What follows belongs to an exercise in optimizing a design on an open flow for small area, a short achievable clock period and few clock cycles; a production flow would make more cautious choices. Only simulation tests tie the RTL to the original design; equivalence was not proved. The flow treats the clock pin as an ideal source, which a real chip does not have.

lane 1:
Design ced_top, start of the top module:
module ced_top
#(
  parameter int IMG_SIZE = 128
) (
  input  logic        clk,
  input  logic        rst,
  input  logic        enable,
  output logic        ird,
  output logic [13:0] iaddr,
  input  logic [7:0]  idata,
  output logic        grad_wr,
  output logic [39:0] grad_out,
  output logic        done
);
  localparam int K    = 8;             
  localparam int KO   = K - 2;         
  localparam int OUTS = IMG_SIZE - 2;  
  localparam int DL   = 2 * K + 1;     
  function automatic logic [13:0] radd(input logic [13:0] a, input logic [13:0] b,
                                       input logic cin);
    logic [13:0] s;
    logic        c;
    integer      i;
    c = cin;
    for (i = 0; i < 14; i = i + 1) begin
      s[i] = a[i] ^ b[i] ^ c;
      c    = (a[i] & b[i]) | (a[i] & c) | (b[i] & c);
    end
    radd = s;
  endfunction
  localparam int          LAG        = 4;    
  localparam logic [13:0] OADDR_INIT = 14'(-((LAG - 1) * OUTS + 1));
  logic        started;   
  logic        run;       
  logic [2:0]  jr;        
  logic [6:0]  rowr;      
  logic [6:0]  colr;      
  logic        v1, v2, v3;   
  logic [13:0] oaddr;     
  logic last_j, last_read;
  assign last_j    = (jr == 3'(K - 1));
  assign last_read = last_j && (colr == 7'd127) && (rowr == 7'd127);
  assign ird   = run;
  assign iaddr = {rowr, colr};
  always_ff @(posedge clk or posedge rst) begin
    if (rst) begin
      started <= 1'b0;
      run     <= 1'b0;
      v1      <= 1'b0;
      v2      <= 1'b0;
      v3      <= 1'b0;
      grad_wr <= 1'b0;
      done    <= 1'b0;
    end else begin
      if (enable && !started) begin
        started <= 1'b1;
        run     <= 1'b1;
      end else if (last_read) begin
        run     <= 1'b0;
      end
      v1      <= run && (jr >= 3'd2) && (colr >= 7'd2);
      v2      <= v1;
      v3      <= v2;
      grad_wr <= v3;
      if (started && !run && !v1 && !v2 && !v3) done <= 1'b1;
    end
  end
  logic [6:0]  row_step;
  logic [13:0] oaddr_step;
  always_comb begin
    if (!last_j)              row_step = 7'd1;
    else if (colr == 7'd127)  row_step = 7'(-1);
    else                      row_step = 7'(-(K - 1));
  end
  always_ff @(posedge clk) begin
    if (!started) begin
      jr   <= '0;
      rowr <= '0;
      colr <= '0;
    end else begin
      jr   <= 3'(radd({11'b0, jr}, 14'd0, 1'b1));
  ...
For scale: about 250 flip-flops, roughly 68 I/O pins, roughly 9900 sq um of cells after synthesis.
Settings: LEC_CHECK=0, CAP_MARGIN=20, CORE_MARGIN=2, CORE_UTILIZATION=40, PLACE_DENSITY=0.6, SLEW_MARGIN=20; clock period 70.0 ns.
standard.sh (not shown) runs the stock make flow with config.mk's settings and CLKGATE_MAP_FILE= SYNTH_SCRIPT=/design/flow/synth_recipe.tcl, a recipe that flattens the netlist after the stock synthesis.
==> flow/flow/run.sh <==
#!/bin/bash
# The standard layout (standard.sh, unchanged scripts) with two changes:
# - the port buffers are buf_2 cells rather than the default pick (a slow
#   clkdlybuf4s50_1), which shortens the paths into and out of the ports;
# - clock tree synthesis uses clkbuf_8 cells in clusters of up to 20 sinks
#   and adds no dummy loads for balancing.
set -euo pipefail
export BUFFER_PORTS_ARGS="-buffer_cell sky130_fd_sc_hd__buf_2"
export CTS_ARGS="-sink_clustering_enable -repair_clock_nets -sink_clustering_size 20 -sink_clustering_max_diameter 60 -dont_use_dummy_load -buf_list sky130_fd_sc_hd__clkbuf_8"
bash standard.sh > standard.log 2>&1
Testbench counts of lane 1, summed over its fixed seeds: cycles 172,080.
--- input diff lane 1..lane 2 ---
==> flow/flow/run.sh <==
#!/bin/bash
# The standard layout (standard.sh, unchanged scripts) with three changes:
# - the port buffers are buf_2 cells rather than the default pick (a slow
#   clkdlybuf4s50_1), which shortens the paths into and out of the ports;
# - clock tree synthesis uses clkbuf_8 cells in clusters of up to 20 sinks
#   and adds no dummy loads for balancing;
# - after clock tree synthesis, the tree's middle level of buffers is taken
#   out (flat_clock.tcl): the root buffer, now a clkbuf_16, drives every leaf
#   buffer itself. Every register still sees the same number of buffers.
# Each tool writes its whole output to a log file here.
set -euo pipefail
export BUFFER_PORTS_ARGS="-buffer_cell sky130_fd_sc_hd__buf_2"
export CTS_ARGS="-sink_clustering_enable -repair_clock_nets -sink_clustering_size 20 -sink_clustering_max_diameter 60 -dont_use_dummy_load -buf_list sky130_fd_sc_hd__clkbuf_8"
bash standard.sh cts > standard_cts.log 2>&1
RESULTS="$PWD/orfs/results/$FLOW_PLATFORM/ced_top/base" openroad -no_init -exit flow/flat_clock.tcl > flat_clock.log 2>&1
bash standard.sh > standard.log 2>&1
==> flow/flow/flat_clock.tcl (new file) <==
# Take the middle level out of the clock tree that CTS built: the leaf
# buffers are moved from the middle buffers' nets to the root buffer's net,
# and the root buffer is made a clkbuf_16.
set results $::env(RESULTS)
read_db $results/4_cts.odb
set block [ord::get_db_block]
set db [ord::get_db]
set root [$block findInst clkbuf_0_clk]
if {$root eq "NULL"} { error "no root clock buffer" }
set root_net [[$root findITerm X] getNet]
set mids {}
foreach it [$root_net getITerms] {
  set inst [$it getInst]
  if {$inst ne $root && [string match "clkbuf_*" [[$inst getMaster] getName]] == 0} { continue }
  if {$inst ne $root && [string match "*clkbuf*" [[$inst getMaster] getName]]} { lappend mids $inst }
}
puts "middle buffers: [llength $mids]"
foreach mid $mids {
  set out_net [[$mid findITerm X] getNet]
  set moved 0
  foreach it [$out_net getITerms] {
    if {[$it getInst] eq $mid} { continue }
    $it disconnect
    $it connect $root_net
    incr moved
  }
  puts "[$mid getName]: moved $moved loads"
  odb::dbInst_destroy $mid
  odb::dbNet_destroy $out_net
}
set m16 [$db findMaster sky130_fd_sc_hd__clkbuf_16]
$root swapMaster $m16
write_db $results/4_cts.odb
Between lane 2 and lane 1, the post-route worst hold slack figures differ only marginally.
On met2 routed wirelength, lane 2 and lane 1 are neck and neck.
For fmax, lane 2 and lane 1 come out practically identical.
The routed wire length was comparable across lane 2 and lane 1.
Summary of lane 2 over lane 1: layout overhead on the synthesized area roughly the same; cell area about even; worst setup slack grew by 0.0042 ns.
Changes observed in lane 2 relative to lane 1: violation count after the first detailed-route iteration picked up an extra 0.80%.

-- what the ideal ports hide --
The results above use ideal ports. As a check the final layouts listed here were re-extracted and re-timed, cells and wires unchanged. Step 1 assumes that a clkbuf_16 drives the clock port and a buf_2 every other input. Step 2 times the ports against the registers' clock, not the clock port: input delays grow and output delays shrink by t, the midpoint of the rising clock arrivals with the driver on. Slacks: ideal / step 1 / step 2; pairs: ideal / step 1.
run | t (ns) | slack for setup (ns) | worst setup path at the end
lane 1 | 0.549 | 54.735 / 54.692 / 55.242 | register to output
lane 2 | 0.546 | 54.739 / 54.695 / 55.241 | register to output
After both steps setup and hold are still met in every run listed.
